From an optimization exercise on the open Yosys and OpenROAD flow, aimed at small area, a short achievable clock period and few clock cycles per item; shortcuts taken in it are not production practice. RTL that was checked went through simulation tests only; none was proved equivalent to the original.

==> flow/design.v (excerpt) <==
module segmented_sum_top3_tracker #(
  parameter int unsigned SUM_WIDTH = 32,
  parameter int unsigned TOP_COUNT = 3
) (
  input  logic                    clk_i,
  input  logic                    rst_ni,
  input  logic                    in_valid_i,
  output logic                    in_ready_o,
  input  logic [sst3_pkg::CharWidth-1:0]    in_char_i,
  input  logic                    in_eoi_i,
  output logic                    out_valid_o,
  input  logic                    out_ready_i,
  output logic [sst3_pkg::LargestWidth-1:0] out_largest_o,
  output logic [sst3_pkg::TopSumWidth-1:0]  out_top3_o,
  output logic                    out_closed_o
);
  localparam int unsigned SW     = 32;
  localparam int unsigned ARCH_L = 0;
  localparam int unsigned ARCH_G = 0;
  localparam int unsigned ARCH_D = 0;
  localparam int unsigned ARCH_S = 0;
  function automatic logic gt_tree(input logic [SW-1:0] a, input logic [SW-1:0] b);
    logic [SW-1:0] g, t;
    g = a & ~b;
    t = a | ~b;
    for (int w = SW / 2; w >= 1; w = w / 2) begin
      for (int i = 0; i < w; i++) begin
        g[i] = g[2*i+1] | (t[2*i+1] & g[2*i]);
        t[i] = g[2*i+1] | (t[2*i+1] & t[2*i]);
      end
    end
    gt_tree = g[0];
  endfunction
  typedef struct packed {
    logic       eoi;
    logic       dig;
    logic       nl;
    logic [3:0] d;
  } byte_t;
  byte_t in_dec;
  assign in_dec.eoi = in_eoi_i;
  assign in_dec.dig = !in_eoi_i && (in_char_i[7:4] == 4'h3) && (!in_char_i[3] || (in_char_i[2:1] == 2'b00));
  assign in_dec.nl  = !in_eoi_i && (in_char_i == sst3_pkg::CharNewline);
  assign in_dec.d   = in_char_i[3:0];
  logic  adv;
  logic  v1, vs;
  logic  v2, c2, i2;
  ...
clock: 9.0 ns
lec_check: 0
abc_clock_period_in_ps: 3000
cap_margin: 20
core_margin: 8
core_utilization: 60
place_density: 0.72
slew_margin: 20
standard.sh (not shown) runs the stock make flow with config.mk's settings and CLKGATE_MAP_FILE= SYNTH_SCRIPT=/design/flow/synth_recipe.tcl, a recipe that flattens the netlist after the stock synthesis.
==> flow/flow/run.sh <==
#!/bin/bash
set -euo pipefail
MARGIN=5.6
PORT_BUF=sky130_fd_sc_hd__buf_2
CTS="-sink_clustering_enable -repair_clock_nets -sink_clustering_size 30 -sink_clustering_max_diameter 80 -buf_list {sky130_fd_sc_hd__clkbuf_8 sky130_fd_sc_hd__clkbuf_16} -dont_use_dummy_load"
bash standard.sh synth > synth.log 2>&1
bash standard.sh "SETUP_SLACK_MARGIN=$MARGIN" "BUFFER_PORTS_ARGS=-buffer_cell $PORT_BUF" "CTS_ARGS=$CTS" finish > layout.log 2>&1
Testbench counts at the start, summed over its fixed seeds: cycles 50,275, items 50,243.
Change:
--- a/flow/flow/run.sh
+++ b/flow/flow/run.sh
@@ -3 +3 @@
-MARGIN=5.6
+MARGIN=6.0
- CORE_UTILIZATION: 60 -> 40
- PLACE_DENSITY: 0.72 -> default
Design area rose by 6.2%.
Non-clock buffer count rose by 31.
Wire length rose by 7.9%.
Change:
- CORE_UTILIZATION: 40 -> 60
- PLACE_DENSITY: default -> 0.72
After rerunning: First-iteration DRC count is lower by 6.1%. Final cell count falls by 8.2%. Clock skew stays flat. Utilization came out higher by 22 points.
Change:
- CAP_MARGIN: 20 -> 10
- CORE_UTILIZATION: 60 -> 40
- PLACE_DENSITY: 0.72 -> default
- SLEW_MARGIN: 20 -> 10
After rerunning: The changed run passed the timing, DRC and antenna checks. Cell area grows by 2.6%. Global-route usage shrinks by 6.8 points. Clock skew grows by 3.3 ps. Wire length grows by 3.6%.

alpha:
segmented_sum_top3_tracker again, from the RTL that the note above started with.
## segmented_sum_top3_tracker
module segmented_sum_top3_tracker #(
  parameter int unsigned SUM_WIDTH = 32,
  parameter int unsigned TOP_COUNT = 3
) (
  input  logic                    clk_i,
  input  logic                    rst_ni,
  input  logic                    in_valid_i,
  output logic                    in_ready_o,
  input  logic [sst3_pkg::CharWidth-1:0]    in_char_i,
  input  logic                    in_eoi_i,
  output logic                    out_valid_o,
  input  logic                    out_ready_i,
  output logic [sst3_pkg::LargestWidth-1:0] out_largest_o,
  output logic [sst3_pkg::TopSumWidth-1:0]  out_top3_o,
  output logic                    out_closed_o
);
  localparam int unsigned SW     = 32;
  localparam int unsigned ARCH_L = 0;
  localparam int unsigned ARCH_G = 0;
  localparam int unsigned ARCH_D = 0;
  localparam int unsigned ARCH_S = 0;
  function automatic logic gt_tree(input logic [SW-1:0] a, input logic [SW-1:0] b);
    logic [SW-1:0] g, t;
    g = a & ~b;
    t = a | ~b;
    for (int w = SW / 2; w >= 1; w = w / 2) begin
      for (int i = 0; i < w; i++) begin
        g[i] = g[2*i+1] | (t[2*i+1] & g[2*i]);
        t[i] = g[2*i+1] | (t[2*i+1] & t[2*i]);
      end
    end
    gt_tree = g[0];
  endfunction
  typedef struct packed {
    logic       eoi;
    logic       dig;
    logic       nl;
    logic [3:0] d;
  } byte_t;
  byte_t in_dec;
  assign in_dec.eoi = in_eoi_i;
  assign in_dec.dig = !in_eoi_i && (in_char_i[7:4] == 4'h3) && (!in_char_i[3] || (in_char_i[2:1] == 2'b00));
  assign in_dec.nl  = !in_eoi_i && (in_char_i == sst3_pkg::CharNewline);
  assign in_dec.d   = in_char_i[3:0];
  logic  adv;
  ...
export LEC_CHECK = 0
export ABC_CLOCK_PERIOD_IN_PS = 3000
export CAP_MARGIN = 20
export CORE_MARGIN = 8
export CORE_UTILIZATION = 60
export PLACE_DENSITY = 0.72
export SLEW_MARGIN = 20
create_clock -name core_clock -period 9.0 [get_ports {clk_i}]
==> flow/flow/run.sh <==
#!/bin/bash
set -euo pipefail
MARGIN=5.7
PORT_BUF=sky130_fd_sc_hd__buf_2
CTS="-sink_clustering_enable -repair_clock_nets -sink_clustering_size 30 -sink_clustering_max_diameter 80 -buf_list {sky130_fd_sc_hd__clkbuf_8 sky130_fd_sc_hd__clkbuf_16} -dont_use_dummy_load"
bash standard.sh synth > synth.log 2>&1
bash standard.sh "SETUP_SLACK_MARGIN=$MARGIN" "BUFFER_PORTS_ARGS=-buffer_cell $PORT_BUF" "CTS_ARGS=$CTS" finish > layout.log 2>&1
Having completed the whole flow, alpha delivered a layout that passed the timing, DRC and antenna checks.
Testbench counts of alpha, summed over its fixed seeds: cycles 50,275, items 50,243.
#### Input delta (beta over alpha)
# alpha
export LEC_CHECK = 0
export ABC_CLOCK_PERIOD_IN_PS = 3000
export CAP_MARGIN = 20
export CORE_MARGIN = 8
export CORE_UTILIZATION = 60
export PLACE_DENSITY = 0.72
export SLEW_MARGIN = 20
create_clock -name core_clock -period 9.0 [get_ports {clk_i}]
# beta
export LEC_CHECK = 0
export ABC_CLOCK_PERIOD_IN_PS = 3000
export CAP_MARGIN = 20
export CORE_MARGIN = 8
export CORE_UTILIZATION = 70
export PLACE_DENSITY = 0.8
export SLEW_MARGIN = 20
create_clock -name core_clock -period 9.0 [get_ports {clk_i}]
--- a/flow/flow/run.sh
+++ b/flow/flow/run.sh
@@ -1,5 +1,5 @@
 #!/bin/bash
 set -euo pipefail
-MARGIN=5.7
+MARGIN=6.0
 PORT_BUF=sky130_fd_sc_hd__buf_2
 CTS="-sink_clustering_enable -repair_clock_nets -sink_clustering_size 30 -sink_clustering_max_diameter 80 -buf_list {sky130_fd_sc_hd__clkbuf_8 sky130_fd_sc_hd__clkbuf_16} -dont_use_dummy_load"
==> comparison <==
- Comparing alpha with beta, the clock distribution area overhead in the final layout came out essentially unchanged.
- Compared with alpha, beta shows a wire length of the first global-routing pass that is about 5% higher.
- In the metrics for beta and alpha, the one carrying the lower non-clock buffer contribution to total cell area is alpha.
- The clock period minus final worst setup slack of beta exceeds that of alpha by 0.075 ns.
Modified inputs, gamma compared to beta
# beta
export LEC_CHECK = 0
export ABC_CLOCK_PERIOD_IN_PS = 3000
export CAP_MARGIN = 20
export CORE_MARGIN = 8
export CORE_UTILIZATION = 70
export PLACE_DENSITY = 0.8
export SLEW_MARGIN = 20
create_clock -name core_clock -period 9.0 [get_ports {clk_i}]
# gamma
export LEC_CHECK = 0
export ABC_CLOCK_PERIOD_IN_PS = 3000
export CAP_MARGIN = 20
export CORE_MARGIN = 8
export CORE_UTILIZATION = 40
export CTS_BUF_LIST = sky130_fd_sc_hd__clkbuf_4 sky130_fd_sc_hd__clkbuf_8
export SLEW_MARGIN = 20
create_clock -name core_clock -period 9.0 [get_ports {clk_i}]
==> flow/flow/run.sh <==
#!/bin/bash
set -euo pipefail
MARGIN=${MARGIN:-5.6}
bash standard.sh synth > synth.log 2>&1
bash standard.sh SETUP_SLACK_MARGIN=$MARGIN finish > layout.log 2>&1
Notes after the runs:
Die extent in x grows by more than a quarter when moving from beta to gamma. Non-clock inverter count in the final layout: gamma vs beta identical. Diff beta -> gamma | via count of the first global-routing pass | down by a few percent. Side by side, buffering overhead turned out higher in gamma than in beta. Compared with beta, gamma instantiates a larger number of cells. Setup slack came out higher on gamma than on beta. The standard cells in gamma occupy more silicon area than those in beta do.

segmented_sum_top3_tracker, a different RTL version from the one above (not shown whole).
Size: ~260 flip-flops, ~82 I/O pins, about 16,000 um2 of cells after synthesis.
==> flow/config.mk <==
export PLATFORM = sky130hd
export DESIGN_NAME = segmented_sum_top3_tracker
export DESIGN_NICKNAME = segmented_sum_top3_tracker
export VERILOG_FILES = /design/flow/design.v
export SDC_FILE = /design/flow/constraint.sdc
export NUM_CORES = 4
export LEC_CHECK = 0
export ABC_CLOCK_PERIOD_IN_PS = 3000
export CAP_MARGIN = 20
export CORE_MARGIN = 8
export CORE_UTILIZATION = 40
export CTS_BUF_LIST = sky130_fd_sc_hd__clkbuf_4 sky130_fd_sc_hd__clkbuf_8
export SLEW_MARGIN = 20
==> flow/constraint.sdc <==
create_clock -name core_clock -period 9.0 [get_ports {clk_i}]
set_input_delay 1.8000 -clock core_clock [delete_from_list [all_inputs] [get_ports {clk_i}]]
set_output_delay 1.8000 -clock core_clock [all_outputs]
set_load 0.01 [all_outputs]
==> flow/flow/run.sh <==
#!/bin/bash
set -euo pipefail
MARGIN=${MARGIN:-6.0}
bash standard.sh synth > synth.log 2>&1
bash standard.sh SETUP_SLACK_MARGIN=$MARGIN finish > layout.log 2>&1
Change:
==> flow/flow/run.sh (replaced) <==
#!/bin/bash
set -euo pipefail
MARGIN=6.0
PORT_BUF=sky130_fd_sc_hd__buf_2
CTS="-sink_clustering_enable -repair_clock_nets -sink_clustering_size 30 -sink_clustering_max_diameter 80 -buf_list {sky130_fd_sc_hd__clkbuf_8 sky130_fd_sc_hd__clkbuf_16} -dont_use_dummy_load"
bash standard.sh synth > synth.log 2>&1
bash standard.sh "SETUP_SLACK_MARGIN=$MARGIN" "BUFFER_PORTS_ARGS=-buffer_cell $PORT_BUF" "CTS_ARGS=$CTS" finish > layout.log 2>&1
- CTS_BUF_LIST: sky130_fd_sc_hd__clkbuf_4 sky130_fd_sc_hd__clkbuf_8 -> not set
Clock skew goes up by 8.3 ps.
Via count goes down by 4.3%.
Final cell count goes down by 5.9%.
First-iteration DRC count goes up by 5.7%.
Synthesized cell count is unchanged.
Final area goes down by 7.3%.
Setup slack gains 29 ps.
Global-route usage goes down by 1.0 points.
Non-clock buffer count goes down by 77.
Change:
==> flow/flow/run.sh (replaced) <==
#!/bin/bash
set -euo pipefail
MARGIN=${MARGIN:-5.6}
bash standard.sh synth > synth.log 2>&1
bash standard.sh SETUP_SLACK_MARGIN=$MARGIN finish > layout.log 2>&1
- CTS_BUF_LIST: not set -> sky130_fd_sc_hd__clkbuf_4 sky130_fd_sc_hd__clkbuf_8
The new run completed with no timing, DRC or antenna violations.
Wire length stays flat.
Worst hold slack degrades by 6.8 ps.
Maximum frequency went down by a few percent.
Synthesized cell count stays the same.
Area after synthesis is unchanged.
Die area stays the same.
Global-route usage went up by 0.15 points.
Via count went up slightly.
Design area went up slightly.
Change:
==> flow/flow/run.sh (replaced) <==
#!/bin/bash
set -euo pipefail
MARGIN=${MARGIN:-6.5}
bash standard.sh synth > synth.log 2>&1
bash standard.sh SETUP_SLACK_MARGIN=$MARGIN finish > layout.log 2>&1
Outcome:
- The changed run completed with no timing, DRC or antenna violations
- critical path depth rose by 14
- clock-buffer cell count rose by 7
- register-to-register slack loses 20 ps
- design area rose by 16%
- area after synthesis is unchanged
- non-clock buffer count rose by 174
- synthesized cell count is unchanged
No functional check of the RTL was part of any run of this note.

cedar:
segmented_sum_top3_tracker, a different RTL version from the one above (not shown whole).
Size: ~1700 cells after synthesis, roughly 260 flip-flops, about 82 I/O pins.
// segmented_sum_top3_tracker
module segmented_sum_top3_tracker #(
  parameter int unsigned SUM_WIDTH = 32,
  parameter int unsigned TOP_COUNT = 3
) (
  input  logic                    clk_i,
  input  logic                    rst_ni,
  input  logic                    in_valid_i,
  output logic                    in_ready_o,
  input  logic [sst3_pkg::CharWidth-1:0]    in_char_i,
  input  logic                    in_eoi_i,
  output logic                    out_valid_o,
  input  logic                    out_ready_i,
  output logic [sst3_pkg::LargestWidth-1:0] out_largest_o,
  output logic [sst3_pkg::TopSumWidth-1:0]  out_top3_o,
  output logic                    out_closed_o
);
Settings: LEC_CHECK=0, ABC_CLOCK_PERIOD_IN_PS=3000, CAP_MARGIN=20, CORE_MARGIN=8, CORE_UTILIZATION=40, SLEW_MARGIN=20; clock period 9.0 ns.
==> flow/flow/run.sh <==
#!/bin/bash
set -euo pipefail
MARGIN=6.0
PORT_BUF=sky130_fd_sc_hd__buf_2
CTS="-sink_clustering_enable -repair_clock_nets -sink_clustering_size 30 -sink_clustering_max_diameter 80 -buf_list {sky130_fd_sc_hd__clkbuf_8 sky130_fd_sc_hd__clkbuf_16} -dont_use_dummy_load"
bash standard.sh synth > synth.log 2>&1
bash standard.sh "SETUP_SLACK_MARGIN=$MARGIN" "BUFFER_PORTS_ARGS=-buffer_cell $PORT_BUF" "CTS_ARGS=$CTS" finish > layout.log 2>&1
[inputs] oak vs cedar
Settings: CORE_UTILIZATION: 40 -> 60; PLACE_DENSITY: unset -> 0.72.
diff --git a/flow/flow/run.sh b/flow/flow/run.sh
--- a/flow/flow/run.sh
+++ b/flow/flow/run.sh
@@ -3 +3 @@
-MARGIN=6.0
+MARGIN=5.8
==> results.txt <==
- [compare] base=cedar new=oak: overall die area went down by about 30%; clock skew went down by 23 ps; total detailed-routing wirelength went down by about 9%.
- oak ends up with higher fraction of standard cell area in multi-input logic than cedar does.
- [compare] base=cedar new=oak: cell area after placement -about 2.3%, number of cells on the critical path went down 2, inserted tap cell count -36%, timing-limited maximum frequency rose 0.43%, number of nets in the final layout now sits lower.
- Relative to cedar, smallest setup slack after layout has increased by 14 ps in oak.
- Comparing cedar and oak, via density per instance is higher on oak.
No functional check of the RTL was part of any run of this note.

segmented_sum_top3_tracker, a different RTL version from the one above (not shown whole).
For scale: about 2000 cells after synthesis, ~220 flip-flops, about 82 I/O pins, roughly 18000 um^2 of cells after synthesis.
Settings: LEC_CHECK=0, ABC_CLOCK_PERIOD_IN_PS=3000, CAP_MARGIN=20, CORE_MARGIN=8, CORE_UTILIZATION=40, SETUP_SLACK_MARGIN=5, SLEW_MARGIN=20; clock period 9.0 ns.
run.sh (not shown) runs the stock make flow with config.mk's settings and CLKGATE_MAP_FILE= SYNTH_SCRIPT=/design/flow/synth_recipe.tcl, a recipe that flattens the netlist after the stock synthesis.
Stock flow here: none of the scripts above is used.
==> next run, changes <==
ABC_CLOCK_PERIOD_IN_PS = unset   (was 3000)
SETUP_SLACK_MARGIN = unset   (was 5)
What happened: Fmax is lower by 19%. Wire length is lower by 1.9%. Setup slack is worse by 910 ps. Cell area is lower by 0.56%.
Function was not checked in any run of this note: the RTL went through the layout flow alone.

== JK ==
Another version of the RTL of segmented_sum_top3_tracker (not shown whole).
Size in the first run: roughly 260 flip-flops, about 82 I/O pins, roughly 16000 µm² of cells after synthesis.
Design segmented_sum_top3_tracker, start of the top module:
module segmented_sum_top3_tracker #(
  parameter int unsigned SUM_WIDTH = 32,
  parameter int unsigned TOP_COUNT = 3
) (
  input  logic                    clk_i,
  input  logic                    rst_ni,
  input  logic                    in_valid_i,
  output logic                    in_ready_o,
  input  logic [sst3_pkg::CharWidth-1:0]    in_char_i,
  input  logic                    in_eoi_i,
  output logic                    out_valid_o,
  input  logic                    out_ready_i,
  output logic [sst3_pkg::LargestWidth-1:0] out_largest_o,
  output logic [sst3_pkg::TopSumWidth-1:0]  out_top3_o,
  output logic                    out_closed_o
);
  localparam int unsigned SW     = 32;
  localparam int unsigned ARCH_L = 0;
  localparam int unsigned ARCH_G = 0;
  localparam int unsigned ARCH_D = 0;
  localparam int unsigned ARCH_S = 0;
  function automatic logic gt_tree(input logic [SW-1:0] a, input logic [SW-1:0] b);
    logic [SW-1:0] g, t;
    g = a & ~b;
    t = a | ~b;
    for (int w = SW / 2; w >= 1; w = w / 2) begin
      for (int i = 0; i < w; i++) begin
        g[i] = g[2*i+1] | (t[2*i+1] & g[2*i]);
        t[i] = g[2*i+1] | (t[2*i+1] & t[2*i]);
      end
    end
    gt_tree = g[0];
  endfunction
  typedef struct packed {
    logic       eoi;
    logic       dig;
    logic       nl;
    logic [2:0] x;
    logic       y;
    logic       z;
  } byte_t;
  byte_t in_dec;
  assign in_dec.eoi = in_eoi_i;
  assign in_dec.dig = !in_eoi_i && (in_char_i[7:4] == 4'h3) && (!in_char_i[3] || (in_char_i[2:1] == 2'b00));
  assign in_dec.nl  = !in_eoi_i && (in_char_i == sst3_pkg::CharNewline);
  assign in_dec.x   = in_char_i[3] ? 3'b111 : in_char_i[2:0];
  assign in_dec.y   = in_char_i[3];
  ...
clock: 9.0 ns
lec_check: 0
abc_clock_period_in_ps: 3000
cap_margin: 20
core_margin: 8
core_utilization: 60
place_density: 0.72
slew_margin: 20
standard.sh (not shown) runs the stock make flow with config.mk's settings and CLKGATE_MAP_FILE= SYNTH_SCRIPT=/design/flow/synth_recipe.tcl, a recipe that flattens the netlist after the stock synthesis.
==> flow/flow/run.sh <==
#!/bin/bash
set -euo pipefail
MARGIN=5.8
PORT_BUF=sky130_fd_sc_hd__buf_2
CTS="-sink_clustering_enable -repair_clock_nets -sink_clustering_size 30 -sink_clustering_max_diameter 80 -buf_list {sky130_fd_sc_hd__clkbuf_8 sky130_fd_sc_hd__clkbuf_16} -dont_use_dummy_load"
bash standard.sh synth > synth.log 2>&1
bash standard.sh "SETUP_SLACK_MARGIN=$MARGIN" "BUFFER_PORTS_ARGS=-buffer_cell $PORT_BUF" "CTS_ARGS=$CTS" finish > layout.log 2>&1
JK finished all stages; the layout is clean.
#### Input delta (MS over JK)
diff --git a/flow/flow/run.sh b/flow/flow/run.sh
--- a/flow/flow/run.sh
+++ b/flow/flow/run.sh
@@ -3 +3 @@
-MARGIN=5.8
+MARGIN=6.0
Notes after the runs:
- Per the final summary, MS finished and its layout is clean on timing, DRC and antenna.
- The total wirelength of the detailed-routed design of MS is higher than that of JK.
- Diff JK and MS: global-route met2 utilization higher in JK
- JK -> MS: largest net degree at the start of global routing increased slightly
- Compared with JK, in MS post-route worst hold slack stayed essentially flat, global router's overall resource usage stayed essentially flat.
- As far as number of max-capacitance violations reported goes, JK and MS are indistinguishable; the numbers are identical.
- Final clock period utilization by the worst path, JK and MS, lower one = MS.
- Going from JK to MS, data required time at the worst endpoint shrinks by 0.02 ns.
Function was not checked in any run of this note: the RTL went through the layout flow alone.

[port drivers added, routing unchanged]
Ports are ideal in the flow. The routed layouts listed here were re-timed in OpenROAD.
Step 1 sets driving cells, clkbuf_16 on the clock port and buf_2 on the other inputs (assumed; they add their load-dependent delay and slew).
Step 2 times the ports against the registers' clock, not the clock port: input delays grow and output delays shrink by t, the midpoint of the rising clock arrivals with the driver on.
Three values: ideal, step 1, step 2; two values: the first two.
run | t (ns) | setup slack, ns | cell pins on the clock port's net
the first run of note 1 | 0.532 | 5.671 / 5.671 / 5.290 | 1
the second run of note 1 | 0.552 | 5.730 / 5.730 / 5.574 | 1
the third run of note 1 | 0.536 | 5.750 / 5.750 / 5.517 | 1
the fourth run of note 1 | 0.547 | 5.734 / 5.734 / 5.577 | 1
alpha | 0.536 | 5.650 / 5.650 / 5.325 | 1
beta | 0.530 | 5.575 / 5.575 / 5.524 | 1
gamma | 0.613 | 5.634 / 5.580 / 5.149 | 1
the first run of note 3 | 0.635 | 5.701 / 5.701 / 5.381 | 1
the second run of note 3 | 0.552 | 5.730 / 5.730 / 5.574 | 1
the third run of note 3 | 0.613 | 5.634 / 5.580 / 5.149 | 1
the fourth run of note 3 | 0.653 | 5.652 / 5.652 / 5.652 | 1
cedar | 0.559 | 5.641 / 5.641 / 5.592 | 1
oak | 0.529 | 5.655 / 5.655 / 5.420 | 1
the first run of note 5 | 0.614 | 5.134 / 5.161 / 4.547 | 1
the second run of note 5 | 0.613 | 4.223 / 4.253 / 3.641 | 1
JK | 0.530 | 5.655 / 5.655 / 5.408 | 1
MS | 0.530 | 5.719 / 5.719 / 5.617 | 1
After both steps setup and hold are still met in every run listed. The setup slack of the first run of note 5, which loses most, moves by +0.027 ns with the drivers and by -0.587 ns with both steps.
